This design comes from an exercise in tuning for small area, a short achievable clock period and few clock cycles per item on the open sky130 flow, not from production work.
The RTL was checked by simulation tests, not by an equivalence proof against the original design.
Power and IR drop assume default switching activity.

[flow/design.v]
package fbpa_pkg;
   localparam int MAX_BLOCKS_DEFAULT = 256;
   localparam int ADDR_W  = 32;
   localparam int SIZE_W  = 16;
   localparam int COUNT_W = 9;
   localparam int OP_W    = 2;
   localparam int STAT_W  = 3;
   localparam int CSR_W   = 2;
   localparam int DATA_W  = 32;
   localparam int IDX_W   = 8;
   localparam logic [OP_W-1:0] OP_CREATE  = 2'd0;
   localparam logic [OP_W-1:0] OP_DELETE  = 2'd1;
   localparam logic [OP_W-1:0] OP_ALLOC   = 2'd2;
   localparam logic [OP_W-1:0] OP_RELEASE = 2'd3;
   localparam logic [STAT_W-1:0] ST_OK      = 3'd0;
   localparam logic [STAT_W-1:0] ST_FAULT   = 3'd1;
   localparam logic [STAT_W-1:0] ST_UNREADY = 3'd2;
   localparam logic [STAT_W-1:0] ST_EMPTY   = 3'd3;
   localparam logic [STAT_W-1:0] ST_FULL    = 3'd4;
   localparam logic [STAT_W-1:0] ST_BADADDR = 3'd5;
   localparam logic [CSR_W-1:0] CSR_POOL_BASE   = 2'd0;
   localparam logic [CSR_W-1:0] CSR_BLOCK_SIZE  = 2'd1;
   localparam logic [CSR_W-1:0] CSR_BLOCK_COUNT = 2'd2;
   localparam logic [ADDR_W-1:0]  POOL_BASE_RESET   = 32'd0;
   localparam logic [SIZE_W-1:0]  BLOCK_SIZE_RESET  = 16'd4;
   localparam logic [COUNT_W-1:0] BLOCK_COUNT_RESET = 9'd1;
endpackage
module fbpa_ram #(
   parameter int WIDTH = 8,
   parameter int DEPTH = 256,
   parameter int GROUP = 16
) (
   input  logic                     clock,
   input  logic [DEPTH/GROUP-1:0]   wr_hi,
   input  logic [GROUP-1:0]         wr_lo,
   input  logic [WIDTH-1:0]         wr_data,
   input  logic [DEPTH/GROUP-1:0]   rd_hi,
   input  logic [GROUP-1:0]         rd_lo,
   output logic [WIDTH-1:0]         rd_data
);
   localparam int NG = DEPTH / GROUP;
   logic [WIDTH-1:0] mem [DEPTH];
   logic [WIDTH-1:0] grp [NG];
   always_ff @(posedge clock) begin
      for (int i = 0; i < DEPTH; i++) begin
         if (wr_hi[i/GROUP] && wr_lo[i%GROUP]) begin
            mem[i] <= wr_data;
         end
      end
   end
   always_comb begin
      rd_data = '0;
      for (int h = 0; h < NG; h++) begin
         grp[h] = '0;
         for (int l = 0; l < GROUP; l++) begin
            grp[h] = grp[h] | (mem[h*GROUP+l] & {WIDTH{rd_lo[l]}});
         end
         rd_data = rd_data | (grp[h] & {WIDTH{rd_hi[h]}});
      end
   end
endmodule
module fbpa_add #(
   parameter int W = 16
) (
   input  logic [W-1:0] a,
   input  logic [W-1:0] b,
   input  logic         cin,
   output logic [W-1:0] sum,
   output logic         cout
);
   localparam int L = $clog2(W);
   logic [(L+1)*W-1:0] gen;
   logic [(L+1)*W-1:0] prp;
   logic [W-1:0]       p0;
   assign p0          = a ^ b;
   assign gen[W-1:0]  = {(a[W-1:1] & b[W-1:1]), (a[0] & b[0]) | (p0[0] & cin)};
   assign prp[W-1:0]  = p0;
   for (genvar k = 0; k < L; k++) begin : g_lvl
      for (genvar i = 0; i < W; i++) begin : g_bit
         if (((i >> k) & 1) == 1) begin : g_join
            localparam int J = ((i >> k) << k) - 1;
            assign gen[(k+1)*W+i] = gen[k*W+i] | (prp[k*W+i] & gen[k*W+J]);
            assign prp[(k+1)*W+i] = prp[k*W+i] & prp[k*W+J];
         end else begin : g_pass
            assign gen[(k+1)*W+i] = gen[k*W+i];
            assign prp[(k+1)*W+i] = prp[k*W+i];
         end
      end
   end
   assign sum  = p0 ^ {gen[L*W+W-2:L*W], cin};
   assign cout = gen[L*W+W-1];
endmodule
module fbpa_div (
   input  logic [fbpa_pkg::SIZE_W+fbpa_pkg::IDX_W-1:0] w_in,
   input  logic [fbpa_pkg::SIZE_W-1:0]                 divisor_n,
   input  logic [fbpa_pkg::SIZE_W+1:0]                 divisor3_n,
   output logic [fbpa_pkg::SIZE_W+fbpa_pkg::IDX_W-1:0] w_out
);
   localparam int SW = fbpa_pkg::SIZE_W;
   localparam int QW = fbpa_pkg::IDX_W;
   logic [SW+1:0] trial;
   logic [SW+1:0] diff1, diff2, diff3;
   logic          ge1, ge2, ge3;
   logic [SW-1:0] rem;
   logic [1:0]    digit;
   assign trial = w_in[SW+QW-1:QW-2];
   fbpa_add #(.W(SW+2)) u_sub1 (
      .a (trial), .b ({2'b11, divisor_n}), .cin (1'b1), .sum (diff1), .cout (ge1)
   );
   fbpa_add #(.W(SW+2)) u_sub2 (
      .a (trial), .b ({1'b1, divisor_n, 1'b1}), .cin (1'b1), .sum (diff2), .cout (ge2)
   );
   fbpa_add #(.W(SW+2)) u_sub3 (
      .a (trial), .b (divisor3_n), .cin (1'b1), .sum (diff3), .cout (ge3)
   );
   always_comb begin
      if (ge3) begin
         rem   = diff3[SW-1:0];
         digit = 2'd3;
      end else if (ge2) begin
         rem   = diff2[SW-1:0];
         digit = 2'd2;
      end else if (ge1) begin
         rem   = diff1[SW-1:0];
         digit = 2'd1;
      end else begin
         rem   = trial[SW-1:0];
         digit = 2'd0;
      end
   end
   assign w_out = {rem, w_in[QW-3:0], digit};
endmodule
module fixed_block_pool_allocator #(
   parameter int MAX_BLOCKS = fbpa_pkg::MAX_BLOCKS_DEFAULT
) (
   input  logic                           clock,
   input  logic                           reset,
   input  logic                           req_valid,
   output logic                           req_stall,
   input  logic [fbpa_pkg::OP_W-1:0]      req_op,
   input  logic [fbpa_pkg::ADDR_W-1:0]    req_release_address,
   output logic                           rsp_valid,
   input  logic                           rsp_stall,
   output logic [fbpa_pkg::STAT_W-1:0]    rsp_status,
   output logic [fbpa_pkg::ADDR_W-1:0]    rsp_block_address,
   output logic [fbpa_pkg::COUNT_W-1:0]   rsp_blocks_free,
   input  logic                           csr_write_enable,
   input  logic [fbpa_pkg::CSR_W-1:0]     csr_index,
   input  logic [fbpa_pkg::DATA_W-1:0]    csr_write_data
);
   localparam int AW      = fbpa_pkg::ADDR_W;
   localparam int SW      = fbpa_pkg::SIZE_W;
   localparam int IW      = fbpa_pkg::IDX_W;
   localparam int CW      = fbpa_pkg::COUNT_W;
   localparam int OW      = fbpa_pkg::OP_W;
   localparam int TW      = fbpa_pkg::STAT_W;
   localparam int WW      = SW + IW;
   localparam int DSTAGES = IW / 2;
   logic [AW-1:0] cfg_base_ff;
   logic [SW-1:0] cfg_size_ff;
   logic [CW-1:0] cfg_count_ff;
   always_ff @(posedge clock) begin
      if (reset) begin
         cfg_base_ff  <= fbpa_pkg::POOL_BASE_RESET;
         cfg_size_ff  <= fbpa_pkg::BLOCK_SIZE_RESET;
         cfg_count_ff <= fbpa_pkg::BLOCK_COUNT_RESET;
      end else if (csr_write_enable) begin
         case (csr_index)
            fbpa_pkg::CSR_POOL_BASE:   cfg_base_ff  <= csr_write_data;
            fbpa_pkg::CSR_BLOCK_SIZE:  cfg_size_ff  <= csr_write_data[SW-1:0];
            fbpa_pkg::CSR_BLOCK_COUNT: cfg_count_ff <= csr_write_data[CW-1:0];
            default: ;
         endcase
      end
   end
   logic          ready_ff;
   logic [AW-1:0] base_ff;
   logic [SW-1:0] size_ff;       
   logic [SW-1:0] size_n_ff;     
   logic [SW+1:0] size3_n_ff;    
   logic [CW-1:0] count_ff;
   logic [CW-1:0] free_ff;
   logic          fresh_v_ff;    
   logic [IW-1:0] fresh_ix_ff;   
   logic [15:0]   head_hi_ff;    
   logic [15:0]   head_lo_ff;    
   logic [IW-1:0] tail_ff;
   logic adv;           
   logic skid_v_ff;     
   logic cblk_ff;       
   logic stall_ff;      
   logic skid_v_in;
   logic cblk_in;
   logic acc;
   logic front_busy;    
   logic early_pool;    
   assign adv       = !skid_v_ff;
   assign req_stall = stall_ff;
   assign acc       = req_valid && !stall_ff;
   logic           p1_v_ff;
   logic [OW-1:0]  p1_op_ff;
   logic           p1_bad_ff;
   logic [WW-1:0]  p1_off_ff;
   logic [WW-1:0]  p1_diff;
   logic           p1_nb;     
   logic [AW-WW:0] base_hi1;
   fbpa_add #(.W(WW)) u_off (
      .a (req_release_address[WW-1:0]), .b (~base_ff[WW-1:0]), .cin (1'b1),
      .sum (p1_diff), .cout (p1_nb)
   );
   assign base_hi1 = {1'b0, base_ff[AW-1:WW]} + (AW-WW+1)'(1);
   always_ff @(posedge clock) begin
      if (reset) begin
         p1_v_ff <= 1'b0;
      end else if (adv) begin
         p1_v_ff <= acc;
      end
      if (adv) begin
         p1_op_ff  <= req_op;
         p1_bad_ff <= p1_nb ?
                      (req_release_address[AW-1:WW] != base_ff[AW-1:WW]) :
                      ({1'b0, req_release_address[AW-1:WW]} != base_hi1);
         p1_off_ff <= p1_diff;
      end
   end
   logic [DSTAGES-1:0]    dv_v_ff;
   logic [DSTAGES*OW-1:0] dv_op_ff;
   logic [DSTAGES-1:0]    dv_bad_ff;
   logic [DSTAGES*WW-1:0] dv_w_ff;
   logic          p1_big;
   logic [SW-1:0] p1_big_diff;
   fbpa_add #(.W(SW)) u_big (
      .a (p1_off_ff[WW-1:IW]), .b (size_n_ff), .cin (1'b1),
      .sum (p1_big_diff), .cout (p1_big)
   );
   for (genvar g = 0; g < DSTAGES; g++) begin : g_div
      logic          v_in;
      logic [OW-1:0] op_in;
      logic          bad_in;
      logic [WW-1:0] w_in;
      logic [WW-1:0] w_out;
      if (g == 0) begin : g_first
         assign v_in   = p1_v_ff;
         assign op_in  = p1_op_ff;
         assign bad_in = p1_bad_ff || p1_big;
         assign w_in   = p1_off_ff;
      end else begin : g_next
         assign v_in   = dv_v_ff[g-1];
         assign op_in  = dv_op_ff[(g-1)*OW +: OW];
         assign bad_in = dv_bad_ff[g-1];
         assign w_in   = dv_w_ff[(g-1)*WW +: WW];
      end
      fbpa_div u_div (
         .w_in     (w_in),
         .divisor_n  (size_n_ff),
         .divisor3_n (size3_n_ff),
         .w_out    (w_out)
      );
      always_ff @(posedge clock) begin
         if (reset) begin
            dv_v_ff[g] <= 1'b0;
         end else if (adv) begin
            dv_v_ff[g] <= v_in;
         end
         if (adv) begin
            dv_op_ff[g*OW +: OW] <= op_in;
            dv_bad_ff[g]         <= bad_in;
            dv_w_ff[g*WW +: WW]  <= w_out;
         end
      end
   end
   logic          cm_v;
   logic [OW-1:0] cm_op;
   logic [IW-1:0] cm_q;
   logic          cm_bad;       
   logic [WW-1:0] dv_last;
   logic [CW-1:0] create_count;
   assign dv_last      = dv_w_ff[(DSTAGES-1)*WW +: WW];
   assign cm_v         = dv_v_ff[DSTAGES-1];
   assign cm_op        = dv_op_ff[(DSTAGES-1)*OW +: OW];
   assign cm_q         = dv_last[IW-1:0];
   assign cm_bad       = dv_bad_ff[DSTAGES-1] || (|dv_last[WW-1:IW]) ||
                         ({1'b0, cm_q} >= count_ff);
   assign create_count = cfg_count_ff[CW-1] ? CW'(MAX_BLOCKS) : cfg_count_ff;
   logic          ready_in;
   logic          pool_in;      
   logic [CW-1:0] free_in;
   logic          fresh_v_in;
   logic [IW-1:0] fresh_ix_in;
   logic [15:0]   head_hi_in;
   logic [15:0]   head_lo_in;
   logic [IW-1:0] tail_in;
   logic [TW-1:0] st_in;
   logic          take_in;      
   logic          fromram_in;   
   logic          wr_in;
   logic          blk_clr;
   always_comb begin
      ready_in    = ready_ff;
      pool_in     = 1'b0;
      free_in     = free_ff;
      fresh_v_in  = fresh_v_ff;
      fresh_ix_in = fresh_ix_ff;
      head_hi_in  = head_hi_ff;
      head_lo_in  = head_lo_ff;
      tail_in     = tail_ff;
      st_in       = fbpa_pkg::ST_OK;
      take_in     = 1'b0;
      fromram_in  = 1'b0;
      wr_in       = 1'b0;
      blk_clr     = 1'b0;
      if (cm_op == fbpa_pkg::OP_CREATE) begin
         blk_clr = 1'b1;
         if (ready_ff || create_count == '0 || cfg_size_ff == '0) begin
            st_in = fbpa_pkg::ST_FAULT;
         end else begin
            pool_in     = 1'b1;
            ready_in    = 1'b1;
            free_in     = create_count;
            fresh_v_in  = 1'b1;
            fresh_ix_in = IW'(create_count - CW'(1));
            head_hi_in  = 16'd1;
            head_lo_in  = 16'd1;
            tail_in     = create_count[IW-1:0];
         end
      end else if (!ready_ff) begin
         st_in = fbpa_pkg::ST_UNREADY;
      end else if (cm_op == fbpa_pkg::OP_DELETE) begin
         if (free_ff == count_ff) begin
            ready_in = 1'b0;
            free_in  = '0;
         end else begin
            st_in = fbpa_pkg::ST_FAULT;
         end
      end else if (cm_op == fbpa_pkg::OP_ALLOC) begin
         if (free_ff == '0) begin
            st_in = fbpa_pkg::ST_EMPTY;
         end else begin
            take_in = 1'b1;
            free_in = free_ff - CW'(1);
            head_lo_in = {head_lo_ff[14:0], head_lo_ff[15]};
            if (head_lo_ff[15]) begin
               head_hi_in = {head_hi_ff[14:0], head_hi_ff[15]};
            end
            if (fresh_v_ff) begin
               fresh_ix_in = fresh_ix_ff - IW'(1);
               fresh_v_in  = fresh_ix_ff != '0;
            end else begin
               fromram_in = 1'b1;
            end
         end
      end else begin
         if (free_ff >= count_ff) begin
            st_in = fbpa_pkg::ST_FULL;
         end else if (cm_bad) begin
            st_in = fbpa_pkg::ST_BADADDR;
         end else begin
            wr_in   = 1'b1;
            tail_in = tail_ff + IW'(1);
            free_in = free_ff + CW'(1);
         end
      end
   end
   assign front_busy = p1_v_ff || (|dv_v_ff);
   assign early_pool = acc && req_op == fbpa_pkg::OP_CREATE && !front_busy &&
                       !ready_ff && create_count != '0 && cfg_size_ff != '0;
   always_comb begin
      cblk_in = cblk_ff;
      if (adv) begin
         if (acc && req_op == fbpa_pkg::OP_CREATE && front_busy) begin
            cblk_in = 1'b1;
         end else if (cm_v && blk_clr && !p1_v_ff && !(|dv_v_ff[DSTAGES-2:0])) begin
            cblk_in = 1'b0;
         end
      end
   end
   logic [15:0]   wr_hi;
   logic [15:0]   wr_lo;
   logic [IW-1:0] ring_rd_data;
   always_comb begin
      for (int i = 0; i < 16; i++) begin
         wr_hi[i] = cm_v && wr_in && tail_ff[7:4] == 4'(i);
         wr_lo[i] = tail_ff[3:0] == 4'(i);
      end
   end
   fbpa_ram #(
      .WIDTH (IW),
      .DEPTH (fbpa_pkg::MAX_BLOCKS_DEFAULT),
      .GROUP (16)
   ) u_queue (
      .clock   (clock),
      .wr_hi   (wr_hi),
      .wr_lo   (wr_lo),
      .wr_data (cm_q),
      .rd_hi   (head_hi_ff),
      .rd_lo   (head_lo_ff),
      .rd_data (ring_rd_data)
   );
   logic          cm_v_ff;
   logic [TW-1:0] cm_st_ff;
   logic [CW-1:0] cm_free_ff;
   logic          cm_take_ff;
   logic [IW-1:0] cm_ix_ff;
   always_ff @(posedge clock) begin
      if (reset) begin
         ready_ff <= 1'b0;
         free_ff  <= '0;
         cblk_ff  <= 1'b0;
         stall_ff <= 1'b0;
         cm_v_ff  <= 1'b0;
      end else begin
         stall_ff <= skid_v_in || cblk_in;
         cblk_ff  <= cblk_in;
         if (adv) begin
            cm_v_ff <= cm_v;
            if (cm_v) begin
               ready_ff <= ready_in;
               free_ff  <= free_in;
            end
         end
      end
      if ((adv && cm_v && pool_in) || early_pool) begin
         base_ff  <= cfg_base_ff;
         size_ff  <= cfg_size_ff;
         size_n_ff  <= ~cfg_size_ff;
         size3_n_ff <= ~({2'b00, cfg_size_ff} + {1'b0, cfg_size_ff, 1'b0});
         count_ff <= create_count;
      end
      if (adv && cm_v) begin
         fresh_v_ff  <= fresh_v_in;
         fresh_ix_ff <= fresh_ix_in;
         head_hi_ff  <= head_hi_in;
         head_lo_ff  <= head_lo_in;
         tail_ff     <= tail_in;
      end
      if (adv) begin
         cm_st_ff   <= st_in;
         cm_free_ff <= free_in;
         cm_take_ff <= cm_v && take_in;
         cm_ix_ff   <= fromram_in ? ring_rd_data : fresh_ix_ff;
      end
   end
   localparam int MW = WW + 1;
   logic [MW-1:0] pp [IW+1];
   logic [MW-1:0] s1, c1, s2, c2, s3, c3, s4, c4, s5, c5, s6, c6, s7, c7;
   for (genvar i = 0; i < IW; i++) begin : g_pp
      assign pp[i] = MW'({SW{cm_ix_ff[i]}} & size_ff) << i;
   end
   assign pp[IW] = MW'(base_ff[WW-1:0]);
   assign s1 = pp[0] ^ pp[1] ^ pp[2];
   assign c1 = ((pp[0] & pp[1]) | (pp[0] & pp[2]) | (pp[1] & pp[2])) << 1;
   assign s2 = pp[3] ^ pp[4] ^ pp[5];
   assign c2 = ((pp[3] & pp[4]) | (pp[3] & pp[5]) | (pp[4] & pp[5])) << 1;
   assign s3 = pp[6] ^ pp[7] ^ pp[8];
   assign c3 = ((pp[6] & pp[7]) | (pp[6] & pp[8]) | (pp[7] & pp[8])) << 1;
   assign s4 = s1 ^ c1 ^ s2;
   assign c4 = ((s1 & c1) | (s1 & s2) | (c1 & s2)) << 1;
   assign s5 = c2 ^ s3 ^ c3;
   assign c5 = ((c2 & s3) | (c2 & c3) | (s3 & c3)) << 1;
   assign s6 = s4 ^ c4 ^ s5;
   assign c6 = ((s4 & c4) | (s4 & s5) | (c4 & s5)) << 1;
   assign s7 = s6 ^ c6 ^ c5;
   assign c7 = ((s6 & c6) | (s6 & c5) | (c6 & c5)) << 1;
   logic          mu_v_ff;
   logic [TW-1:0] mu_st_ff;
   logic [CW-1:0] mu_free_ff;
   logic          mu_take_ff;
   logic [MW-1:0] mu_s_ff;
   logic [MW-1:0] mu_c_ff;
   always_ff @(posedge clock) begin
      if (reset) begin
         mu_v_ff <= 1'b0;
      end else if (adv) begin
         mu_v_ff <= cm_v_ff;
      end
      if (adv) begin
         mu_st_ff   <= cm_st_ff;
         mu_free_ff <= cm_free_ff;
         mu_take_ff <= cm_take_ff;
         mu_s_ff    <= s7;
         mu_c_ff    <= c7;
      end
   end
   logic [WW-1:0] a_lo;
   logic          a_cout;
   logic [AW-1:0] a_sum;
   logic [AW-1:0] a_addr;
   fbpa_add #(.W(WW)) u_addr (
      .a (mu_s_ff[WW-1:0]), .b (mu_c_ff[WW-1:0]), .cin (1'b0),
      .sum (a_lo), .cout (a_cout)
   );
   assign a_sum  = {(a_cout ^ mu_s_ff[WW] ^ mu_c_ff[WW]) ?
                    base_ff[AW-1:WW] + (AW-WW)'(1) : base_ff[AW-1:WW], a_lo};
   assign a_addr = mu_take_ff ? a_sum : '0;
   logic          out_v_ff;
   logic [TW-1:0] out_st_ff;
   logic [CW-1:0] out_free_ff;
   logic [AW-1:0] out_addr_ff;
   logic [TW-1:0] skid_st_ff;
   logic [CW-1:0] skid_free_ff;
   logic [AW-1:0] skid_addr_ff;
   logic          pin;
   logic          dlv;
   logic          out_v_in;
   assign pin = adv && mu_v_ff;
   assign dlv = out_v_ff && !rsp_stall;
   always_comb begin
      out_v_in  = out_v_ff;
      skid_v_in = skid_v_ff;
      if (!out_v_ff || dlv) begin
         out_v_in  = skid_v_ff || pin;
         skid_v_in = 1'b0;
      end else if (pin) begin
         skid_v_in = 1'b1;
      end
   end
   always_ff @(posedge clock) begin
      if (reset) begin
         out_v_ff  <= 1'b0;
         skid_v_ff <= 1'b0;
      end else begin
         out_v_ff  <= out_v_in;
         skid_v_ff <= skid_v_in;
      end
      if (!out_v_ff || dlv) begin
         if (skid_v_ff) begin
            out_st_ff   <= skid_st_ff;
            out_free_ff <= skid_free_ff;
            out_addr_ff <= skid_addr_ff;
         end else begin
            out_st_ff   <= mu_st_ff;
            out_free_ff <= mu_free_ff;
            out_addr_ff <= a_addr;
         end
      end
      if (!skid_v_ff) begin
         skid_st_ff   <= mu_st_ff;
         skid_free_ff <= mu_free_ff;
         skid_addr_ff <= a_addr;
      end
   end
   assign rsp_valid         = out_v_ff;
   assign rsp_status        = out_st_ff;
   assign rsp_block_address = out_addr_ff;
   assign rsp_blocks_free   = out_free_ff;
endmodule
[flow/constraint.sdc]
create_clock -name core_clock -period 7.0 [get_ports {clock}]
set_input_delay 1.4000 -clock core_clock [delete_from_list [all_inputs] [get_ports {clock}]]
set_output_delay 1.4000 -clock core_clock [all_outputs]
set_load 0.01 [all_outputs]
[flow/config.mk]
export PLATFORM = sky130hd
export DESIGN_NAME = fixed_block_pool_allocator
export DESIGN_NICKNAME = fixed_block_pool_allocator
export VERILOG_FILES = /design/flow/design.v
export SDC_FILE = /design/flow/constraint.sdc
export NUM_CORES = 4
export LEC_CHECK = 0
export CAP_MARGIN = 20
export CORE_MARGIN = 2
export CORE_UTILIZATION = 50
export CTS_BUF_LIST = sky130_fd_sc_hd__clkbuf_16
export CTS_CLUSTER_DIAMETER = 100
export CTS_CLUSTER_SIZE = 24
export SETUP_SLACK_MARGIN = 3.5
export SLEW_MARGIN = 20
[flow/run.sh]
#!/bin/bash
# synth_recipe.tcl (not shown) runs the flow's synth.tcl, then flattens the netlist and writes it again
# the make line also repeats each setting of config.mk as NAME=value (left out here)
make -C /OpenROAD-flow-scripts/flow DESIGN_CONFIG=/design/flow/config.mk WORK_HOME=/design/flow/orfs CLKGATE_MAP_FILE= SYNTH_SCRIPT=/design/flow/synth_recipe.tcl finish
==> results.ini <==
[final_layout]
final_cells = 10400
final_common_cell = edfxtp_1
fin_nets = 8029
mostFrequentLayoutCells = edfxtp_1, a22oi_1, a22o_1
fillers = 16400
design_area_um2 = 125000
drive_gt1_share_pct = 17.2
syn2layout_area_growth_pct = 15.9

[routing]
routedWlPerCell_um = 32.2
ant_nets = 0
drtIter0Drc = 9148
first_pass_iters = 6
wirelength_um = 333000
num_vias = 67200
drc = 0
routed_via_density = 6.49

[clock_tree]
h-tree-depth = 3
clk_pin_slew_ns = 0.10
cts_sinks = 2570
insertion_delay_ns = 0.88
cts_buffers = 120
cts_root_buf = clkbuf_16
cts_tree = built
cts.path.max_buffers = 3

[synth]
netlist_instances = 7037
synth-adder-area-share_pct = 6.68
yosysWarnings = 6
synth_seq_cells = 2570
netlist_top_cells_area = edfxtp_1, ha_1, fa_1, a22o_1, a22oi_1
yosys-mux-area-fraction_pct = 0.677
yosysTopAreaCellShare_pct = 68.1
synth_compound_area_share_pct = 12.6
synth-main-ff-cell = edfxtp_1
yosysTopAreaCell = edfxtp_1
ys_async_sr_fraction_pct = 0
syn_area_per_cell_um2 = 15.3
syn-num-nets = 7591
synth-simple-area-share_pct = 6.05
synth_xor_area_share_pct = 1.57
synth_top_family_by_area = compound AO/OA/AOI/OAI gates
ys_types = 86
ys_seq_area_share_pct = 70.4
synth_edf_count = 2448
syn_area_um2 = 108000

[floorplan]
rows = 170
die_w_um = 469
start_util_pct = 50.3
core_area_um2 = 215000
die-area_um2 = 220000
die_height_um = 469
pin_count = 119

[power_and_ir_drop]
p_int_mw = 24.9
seqPwrFrac_pct = 54.5
p_sw_mw = 10.1
pwr-share-comb_pct = 22.6
swShare_pct = 28.8
power.share.clock_pct = 22.9
ir_drop_mv = 0.260
p_leak_nw = 41.4
powerDensity_nw_per_um2 = 280

[critical_path]
crit_chain = buf_4 > buf_12 > a22o_1 > a221oi_2 > nand4_1 > a22oi_2 > nand4_1 > nor3_2 > a21oi_1
reg2reg_from = head_lo_ff[2]$_SDFFCE_PP0P_
arrival_ns = 4.21
critPathMaxFanout = 62
regToRegSetupSlack_ns = 3.32
crit_type = register to register
critical_path.max_stage_delay_ns = 0.52
crit_path_frequent_cell = nand4_1
timing.rr.end = cm_ix_ff[4]$_DFFE_PN_
cp-end-kind = register
cp-start-kind = register
required_ns = 7.53
r2r_cells = 9
slowest_stage = edfxtp_1

[worst_hold_path]
hp-start = cm_st_ff[2]$_SDFFCE_PP0N_
holdPathEnd = mu_st_ff[2]$_DFFE_PN_
hp-class = register to register
holdPathStages = 0

[sta]
fin_worst_skew_ns = 0.0896
fmax_mhz = 272
worst_pin_slew_ns = 1.35
hold_violations = 0
setup_slack_ns = 3.32
min_period_ns = 3.68
setup_violations = 0
max-slew-margin-rel_pct = 9.70
fin_crit_sh_pct = 52.5
slew_violations = 0
rsz0062_at_grt = true
finalSetupTns_ns = 0

[job]
cap_violations = 0

[placed_design]
portBuffers = 118
place_ws_ns = 2.23
dpl_cell_area_um2 = 114000
detailedPlacementHpwl_um = 203000
placedCellCount = 9773
place_congestion = 0.901

[grt]
grt_pass1_wl_um = 472000
grt-ovfl-total = 0
grt_usage_pct = 29.7
grt_antenna_before_repair = 9
grt_pass1_vias = 65600
grt_max_degree = 209

[status]
status = finished clean

## worst max-delay path by stage
stage,from,to,slack [ns],cells past startpoint
6_report,head_lo_ff[2]$_SDFFCE_PP0P_,cm_ix_ff[4]$_DFFE_PN_,3.32,9
3_3_place_gp,req_release_address[0],p1_bad_ff$_DFFE_PN_,2.14,13
2_1_floorplan,dv_w_ff[72]$_SDFFCE_PN1N_,u_queue.mem[96][0]$_DFFE_PP_,1.21,12
3_5_place_dp,req_release_address[0],p1_bad_ff$_DFFE_PN_,2.23,13
4_1_cts,size_n_ff[0]$_DFFE_PP_,dv_w_ff[81]$_DFFE_PN_,3.39,13
5_1_grt,size_n_ff[0]$_DFFE_PP_,dv_w_ff[64]$_DFFE_PN_,3.26,18
## layer usage
layer / global-route usage, % / vias to the layer above / wire [µm]
met5: 0 / - / 34
met4: 11.3 / 6 / 14800
met3: 4.45 / 561 / 28700
met2: 47.8 / 3490 / 157000
met1: 41.0 / 34500 / 133000
li1: - / 28600 / -
## power groups by stage
| stage | clock network [mW] | registers, mW | logic [mW] |
|---|---|---|---|
| floorplan | 0 | 20.2 | 3.67 |
| global placement | 0 | 19.4 | 6.32 |
| detailed placement | 0 | 19.4 | 6.45 |
| CTS | 8.07 | 19.1 | 7.04 |
| global route | 8.58 | 19.1 | 8.63 |
| finish | 7.99 | 19.1 | 7.91 |
## flip-flops by register name (all words and copies together) (netlist names), 16 cells and up
signal / flops
u_queue.mem: 2048
size_ff: 16
head_hi_ff: 16
head_lo_ff: 16
out_addr_ff: 32
mu_s_ff: 25
dv_w_ff: 96
cfg_base_ff: 32
p1_off_ff: 24
mu_c_ff: 23
size_n_ff: 16
cfg_size_ff: 16
size3_n_ff: 17
base_ff: 32
skid_addr_ff: 32
## timing repair
action                                   CTS  global route
pin swaps                                221           139
endpoints found under the hold margin      0             0
endpoints found under the setup margin  2136          2127
hold buffers                               0             0
cloned                                    10            12
buffers inserted                         313            82
gates resized for setup                  340           271
## logic make-up (layout without fill, tap and decap cells)
group | count (synthesis) | in the layout
buf+inv | 580 | 1048
flops | 2570 | 2570
mux | 70 | 70
other cells | 0 | 6
xor+xnor | 194 | 194
compound gates | 1801 | 1807
simple gates | 1341 | 1343
fa+ha+maj | 481 | 481
## stage by stage
stage	hold WS, ns	power (mW)	utilization [%]
6_report	0.426	35.0	58.2
5_1_grt	0.435	36.3	58.2
4_1_cts	0.427	34.2	57.2
3_5_place_dp	0.405	25.9	53.2
3_3_place_gp	0.404	25.8	53.2
2_1_floorplan	0.400	23.8	-
## area by class of cell
cell class                      instances  area [µm²]  area share [%]
Antenna cell                            6        15.0          0.0120
Clock buffer                          122        3050            2.44
Clock inverter                         38         325           0.260
Inverter                              233         906           0.725
Multi-Input combinational cell       3895       33700            27.0
Sequential cell                      2570       76000            60.8
Tap cell                             2838        3550            2.84
Timing Repair Buffer                  655        7480            5.99
## cell usage after synthesis (9+ instances only)
cell type  count
a211o_1       10
a211oi_1      40
a21boi_0      10
a21o_1        67
a21oi_1      182
a221oi_1     333
a22o_1       352
a22oi_1      407
a31oi_1       18
and2_1       109
and3_1        10
buf_1         92
buf_2         22
clkbuf_1     233
dfxtp_1      122
edfxtp_1    2448
fa_1         158
ha_1         323
inv_1        231
mux2_2        24
mux2i_1       46
nand2_1      278
nand2_2       15
nand2b_1      32
nand3_1      108
nand4_1      145
nor2_1       427
nor2b_1       72
nor3_1        52
nor3b_1        9
nor4_1        15
o211ai_1      14
o21a_1        41
o21ai_0      200
o21bai_1      13
o221ai_1      10
o22ai_1       10
o31a_1         9
o31ai_1       21
or2_2         12
or3_1         17
or4_1         13
xnor2_1      105
xor2_1        89
## critical path, delay by kind of cell (launching register included)
family,cells,cell delay [ns]
AND/OR/NAND/NOR,3,1.28
AO/OA/AOI/OAI,4,1.05
buffers and inverters,2,0.44
flip-flops,1,0.52
Testbench counts, summed over its fixed seeds: cycles 8,111, items 7,759.

## static timing again, ports no longer ideal
Ports are ideal in the flow. The routed layout listed here was re-timed in OpenROAD.
Step 1: set_driving_cell puts a clkbuf_16 on clock and a buf_2 on each other input, an assumption about the parent block.
Step 2 times the ports against the registers' clock, not the clock port: input delays grow and output delays shrink by t, the midpoint of the rising clock arrivals with the driver on.
Three values: ideal ports, drivers, drivers and shift; two values: the first two.
shift t [ns]: 0.930
slack for setup (ns): 3.324 / 3.324 / 2.642
worst setup path after step 2: input to register
worst data-port slew with drivers (ns): 0.14
cell pins on the clock port's net: 1
After both steps setup and hold are still met in this run. The setup slack of this run moves by 0.000 ns with the drivers and by -0.682 ns with both steps.
